Source: an optimization exercise on an open RTL-to-GDS flow (aim: small area, a short achievable clock period and few clock cycles per item). Production flows keep margins and buffers that such runs may drop. Power figures rest on the tool's default switching activity, not on a simulated workload.

Design sp_multicycle, start of the top module:
module sp_multicycle #(
  parameter int MEM_AW = 12
) (
  input  logic                 clk,
  input  logic                 rst,
  input  logic                 in_valid,
  input  logic [31:0]          inst,
  output logic                 out_valid,
  output logic [31:0]          inst_addr,
  output logic [MEM_AW-1:0]    mem_addr,
  output logic                 mem_wen,
  output logic [31:0]          mem_wdata,
  input  logic [31:0]          mem_rdata
);
  localparam logic [5:0] OP_RTYPE = 6'd0;
  localparam logic [5:0] OP_ANDI  = 6'd1;
  localparam logic [5:0] OP_ORI   = 6'd2;
  localparam logic [5:0] OP_ADDI  = 6'd3;
  localparam logic [5:0] OP_SUBI  = 6'd4;
  localparam logic [5:0] OP_LW    = 6'd5;
  localparam logic [5:0] OP_SW    = 6'd6;
  localparam logic [5:0] OP_BEQ   = 6'd7;
  localparam logic [5:0] OP_BNE   = 6'd8;
  localparam logic [5:0] OP_LUI   = 6'd9;
  localparam logic [5:0] OP_J     = 6'd10;
  localparam logic [5:0] OP_JAL   = 6'd11;
  localparam logic [5:0] FN_AND = 6'd0;
  localparam logic [5:0] FN_OR  = 6'd1;
  localparam logic [5:0] FN_ADD = 6'd2;
  localparam logic [5:0] FN_SUB = 6'd3;
  localparam logic [5:0] FN_SLT = 6'd4;
  localparam logic [5:0] FN_SLL = 6'd5;
  localparam logic [5:0] FN_NOR = 6'd6;
  localparam logic [5:0] FN_JR  = 6'd7;
  localparam int S_ADD = 0, S_AND = 1, S_OR = 2, S_NOR = 3, S_SLT = 4,
                 S_SLL = 5, S_PASSB = 6, NSEL = 7;
  logic        exec_q, load_q;
  logic [31:0] pc_q;
  logic [31:0] rf_q [32];
  logic [31:0] rf_vld_q;           
  logic [31:0]     a_q, b_q;       
  logic            cin_q, we_q, lw_q;
  logic [NSEL-1:0] sel_q;
  logic [4:0]      shamt_q;
  logic [4:0]      waddr_q;
  logic [MEM_AW-1:0] imm_q;       
  logic [31:0]     br_q;           
  logic            tk_q;           
  ...
For scale: about 150 I/O pins, ~57,000 µm² of cells after synthesis.
==> flow/config.mk <==
export PLATFORM = sky130hd
export DESIGN_NAME = sp_multicycle
export DESIGN_NICKNAME = sp_multicycle
export VERILOG_FILES = /design/flow/design.v
export SDC_FILE = /design/flow/constraint.sdc
export NUM_CORES = 4
export LEC_CHECK = 0
export CAP_MARGIN = 20
export CORE_MARGIN = 2
export CORE_UTILIZATION = 60
export CTS_BUF_LIST = sky130_fd_sc_hd__clkbuf_8
export CTS_CLUSTER_SIZE = 30
export PLACE_DENSITY = 0.7
export SETUP_SLACK_MARGIN = 5
export SLEW_MARGIN = 20
export SYNTH_HIERARCHICAL = 1
==> flow/constraint.sdc <==
create_clock -name core_clock -period 10.0 [get_ports {clk}]
set_input_delay 2.0000 -clock core_clock [delete_from_list [all_inputs] [get_ports {clk}]]
set_output_delay 2.0000 -clock core_clock [all_outputs]
set_load 0.01 [all_outputs]
run.sh (not shown) runs the stock make flow with config.mk's settings and CLKGATE_MAP_FILE= SYNTH_SCRIPT=/design/flow/synth_recipe.tcl, a recipe that flattens the netlist after the stock synthesis.
Change:
Settings changed: CORE_UTILIZATION 60 to 45, CTS_BUF_LIST sky130_fd_sc_hd__clkbuf_8 to not set, CTS_CLUSTER_SIZE 30 to not set, PLACE_DENSITY 0.7 to 0.6.
Outcome:
- cell area goes up by 1.5%
- area after synthesis stays the same
- power goes up by about 7%
Change:
Settings changed: CORE_UTILIZATION 45 to 25, PLACE_DENSITY 0.6 to 0.4.
Sequential share of layout area is lower by 2.5 points.
Synthesized area is unchanged.
Core utilization is lower by 22 points.
Hold slack gets worse by 0.031 ns.
Die area is higher by 79%.
Final cell count is higher by 22%.
Wire length is higher by 19%.
Critical path depth stays the same.
Flip-flop and latch count is unchanged.
Maximum frequency is lower by 0.80%.
Function was not checked in any run of this note: the RTL went through the layout flow alone.


The RTL this note starts from:
==> flow/design.v <==
module sp_multicycle #(
  parameter int MEM_AW = 12
) (
  input  logic                 clk,
  input  logic                 rst,
  input  logic                 in_valid,
  input  logic [31:0]          inst,
  output logic                 out_valid,
  output logic [31:0]          inst_addr,
  output logic [MEM_AW-1:0]    mem_addr,
  output logic                 mem_wen,
  output logic [31:0]          mem_wdata,
  input  logic [31:0]          mem_rdata
);
  localparam logic [5:0] OP_RTYPE = 6'd0;
  localparam logic [5:0] OP_ANDI  = 6'd1;
  localparam logic [5:0] OP_ORI   = 6'd2;
  localparam logic [5:0] OP_ADDI  = 6'd3;
  localparam logic [5:0] OP_SUBI  = 6'd4;
  localparam logic [5:0] OP_LW    = 6'd5;
  localparam logic [5:0] OP_SW    = 6'd6;
  localparam logic [5:0] OP_BEQ   = 6'd7;
  localparam logic [5:0] OP_BNE   = 6'd8;
  localparam logic [5:0] OP_LUI   = 6'd9;
  localparam logic [5:0] OP_J     = 6'd10;
  localparam logic [5:0] OP_JAL   = 6'd11;
  localparam logic [5:0] FN_AND = 6'd0;
  localparam logic [5:0] FN_OR  = 6'd1;
  localparam logic [5:0] FN_ADD = 6'd2;
  localparam logic [5:0] FN_SUB = 6'd3;
  localparam logic [5:0] FN_SLT = 6'd4;
  localparam logic [5:0] FN_SLL = 6'd5;
  localparam logic [5:0] FN_NOR = 6'd6;
  localparam logic [5:0] FN_JR  = 6'd7;
  localparam int S_ADD = 0, S_AND = 1, S_OR = 2, S_NOR = 3, S_SLT = 4,
                 S_SLL = 5, S_PASSB = 6, NSEL = 7;
  logic        exec_q, load_q;
  logic [31:0] pc_q;
  logic [31:0] rf_q [32];
  logic [31:0] rf_vld_q;           
  logic [31:0]     a_q, b_q;       
  logic            cin_q, we_q, lw_q;
  logic [NSEL-1:0] sel_q;
  logic [4:0]      shamt_q;
  logic [4:0]      waddr_q;
  logic [MEM_AW-1:0] maddr_q;
  logic            wen_q, ovalid_q;
  wire idle  = !exec_q && !load_q;
  wire issue = idle && in_valid;
  wire [5:0]  op    = inst[31:26];
  wire [4:0]  rs    = inst[25:21];
  wire [4:0]  rt    = inst[20:16];
  wire [4:0]  rd    = inst[15:11];
  wire [4:0]  shamt = inst[10:6];
  wire [5:0]  fn    = inst[5:0];
  wire [15:0] imm   = inst[15:0];
  wire [31:0] sel_a = (32'd1 << rs) & rf_vld_q;
  wire [31:0] sel_b = (32'd1 << rt) & rf_vld_q;
  logic [31:0] rd_a, rd_b;
  logic [1023:0] rf_flat;
  always_comb for (int i = 0; i < 32; i++) rf_flat[32*i +: 32] = rf_q[i];
  sp_multicycle_rdport u_rda (.sel(sel_a), .rf(rf_flat), .rd(rd_a));
  sp_multicycle_rdport u_rdb (.sel(sel_b), .rf(rf_flat), .rd(rd_b));
  wire [31:0] sext_imm = {{16{imm[15]}}, imm};
  wire [31:0] zext_imm = {16'h0000, imm};
  wire [31:0] pc_plus4 = pc_q + 32'd4;
  wire [31:0] br_tgt   = pc_plus4 + {sext_imm[29:0], 2'b00};
  wire [31:0] jmp_tgt  = {pc_q[31:28], inst[25:0], 2'b00};
  wire        eq       = (rd_a == rd_b);
  wire is_r = (op == OP_RTYPE);
  logic [31:0]     npc;
  logic [31:0]     opb;
  logic            cin, we;
  logic [NSEL-1:0] sel;
  logic [4:0]      waddr;
  always_comb begin
    npc   = pc_plus4;
    opb   = sext_imm;
    cin   = 1'b0;
    we    = 1'b0;
    sel   = '0;
    waddr = rt;
    case (op)
      OP_RTYPE: begin
        waddr = rd;
        we    = 1'b1;
        opb   = rd_b;
        case (fn)
          FN_AND: sel[S_AND] = 1'b1;
          FN_OR:  sel[S_OR]  = 1'b1;
          FN_ADD: sel[S_ADD] = 1'b1;
          FN_SUB: begin sel[S_ADD] = 1'b1; opb = ~rd_b; cin = 1'b1; end
          FN_SLT: begin sel[S_SLT] = 1'b1; opb = ~rd_b; cin = 1'b1; end
          FN_SLL: sel[S_SLL] = 1'b1;
          FN_NOR: sel[S_NOR] = 1'b1;
          FN_JR: begin
            we  = 1'b0;
            npc = rd_a;
          end
          default: we = 1'b0;
        endcase
      end
      OP_ANDI: begin we = 1'b1; sel[S_AND] = 1'b1; opb = zext_imm; end
      OP_ORI:  begin we = 1'b1; sel[S_OR]  = 1'b1; opb = zext_imm; end
      OP_ADDI: begin we = 1'b1; sel[S_ADD] = 1'b1; end
      OP_SUBI: begin we = 1'b1; sel[S_ADD] = 1'b1; opb = ~sext_imm; cin = 1'b1; end
      OP_LUI:  begin we = 1'b1; sel[S_PASSB] = 1'b1; opb = {imm, 16'h0000}; end
      OP_SW:   opb = rd_b;
      OP_BEQ:  if (eq)  npc = br_tgt;
      OP_BNE:  if (!eq) npc = br_tgt;
      OP_J:    npc = jmp_tgt;
      OP_JAL: begin
        we    = 1'b1;
        waddr = 5'd31;
        sel[S_PASSB] = 1'b1;
        opb   = pc_plus4;
        npc   = jmp_tgt;
      end
      default: ;
    endcase
  end
  wire [31:0] sum = a_q + b_q + {31'd0, cin_q};
  wire        slt = (a_q[31] ^ ~b_q[31]) ? a_q[31] : sum[31];
  wire [31:0] alu =
      ({32{sel_q[S_ADD]}}   & sum)
    | ({32{sel_q[S_AND]}}   & (a_q & b_q))
    | ({32{sel_q[S_OR]}}    & (a_q | b_q))
    | ({32{sel_q[S_NOR]}}   & ~(a_q | b_q))
    | ({32{sel_q[S_SLT]}}   & {31'd0, slt})
    | ({32{sel_q[S_SLL]}}   & (a_q << shamt_q))
    | ({32{sel_q[S_PASSB]}} & b_q);
  wire        rf_we    = (exec_q && we_q) || load_q;
  wire [31:0] rf_wdata = load_q ? mem_rdata : alu;
  always_ff @(posedge clk or posedge rst) begin
    if (rst) begin
      exec_q   <= 1'b0;
      load_q   <= 1'b0;
      ovalid_q <= 1'b0;
      wen_q    <= 1'b0;
      pc_q     <= 32'd0;
      rf_vld_q <= 32'd0;
    end else begin
      exec_q   <= issue;
      load_q   <= exec_q && lw_q;
      ovalid_q <= (issue && op != OP_LW) || (exec_q && lw_q);
      wen_q    <= issue && op == OP_SW;
      if (issue) pc_q <= npc;
      if (rf_we) rf_vld_q[waddr_q] <= 1'b1;
    end
  end
  always_ff @(posedge clk) begin
    a_q     <= rd_a;
    b_q     <= opb;
    cin_q   <= cin;
    we_q    <= we;
    lw_q    <= (op == OP_LW);
    sel_q   <= sel;
    shamt_q <= shamt;
    maddr_q <= rd_a[MEM_AW-1:0] + imm[MEM_AW-1:0];
    if (idle) waddr_q <= waddr;
    if (rf_we) rf_q[waddr_q] <= rf_wdata;
  end
  assign out_valid = ovalid_q;
  assign inst_addr = pc_q;
  assign mem_wen   = wen_q;
  assign mem_addr  = maddr_q;
  assign mem_wdata = b_q;
endmodule
module sp_multicycle_rdport (
  input  logic [31:0] sel,
  input  logic [1023:0] rf,
  output logic [31:0] rd
);
  always_comb begin
    rd = 32'd0;
    for (int i = 0; i < 32; i++) rd = rd | ({32{sel[i]}} & rf[32*i +: 32]);
  end
endmodule
==> flow/config.mk <==
export PLATFORM = sky130hd
export DESIGN_NAME = sp_multicycle
export DESIGN_NICKNAME = sp_multicycle
export VERILOG_FILES = /design/flow/design.v
export SDC_FILE = /design/flow/constraint.sdc
export NUM_CORES = 4
export LEC_CHECK = 0
export CAP_MARGIN = 20
export CORE_MARGIN = 2
export CORE_UTILIZATION = 25
export PLACE_DENSITY = 0.4
export SLEW_MARGIN = 20
export SYNTH_HIERARCHICAL = 1
==> flow/constraint.sdc <==
create_clock -name core_clock -period 10.0 [get_ports {clk}]
set_input_delay 2.0000 -clock core_clock [delete_from_list [all_inputs] [get_ports {clk}]]
set_output_delay 2.0000 -clock core_clock [all_outputs]
set_load 0.01 [all_outputs]
Then changed:
SETUP_SLACK_MARGIN = 5   (was default)
=> Die area is unchanged. Count of clock-buffer cells in the layout is higher by 8. Power is higher by 3.3%. Core utilization is higher by 2.3 points. Clock power is higher by 4.8%. Critical path depth is higher by 2. Maximum frequency is higher by 37%. Combinational power is higher by about 10%. Design area is higher by 7.6%.
No functional check of the RTL was part of any run of this note.

==> separate check: timing with driven ports <==
In the flow no input, the clock included, has a driving cell. The finished layouts below were timed again as built, in two steps.
Step 1 sets driving cells, clkbuf_16 on the clock port and buf_2 on the other inputs (assumed; they add their load-dependent delay and slew).
Step 2 adds t to the input delays and takes it off the output delays; t is the mean of the earliest and latest rising clock arrival at the registers after step 1. Input paths then give back, and output paths get back, about the clock's delay inside the block.
a / b / c = ideal / step 1 / step 2; a / b = the first two.
run	t (ns)	setup WS [ns]	hold WS [ns]
the first run of note 1	0.961	4.717 / 4.654 / 3.869	0.436 / 0.436 / 0.436
the second run of note 1	0.839	4.748 / 4.756 / 3.916	0.470 / 0.470 / 0.470
the third run of note 1	0.891	4.706 / 4.734 / 3.882	0.438 / 0.438 / 0.438
the first run of note 2	0.867	2.260 / 2.324 / 1.458	0.473 / 0.473 / 0.473
the second run of note 2	0.877	4.361 / 4.353 / 3.476	0.486 / 0.486 / 0.486
After both steps every run listed still meets setup and hold. The setup slack of the second run of note 2, which loses most, moves by -0.008 ns with the drivers and by -0.885 ns with both steps.
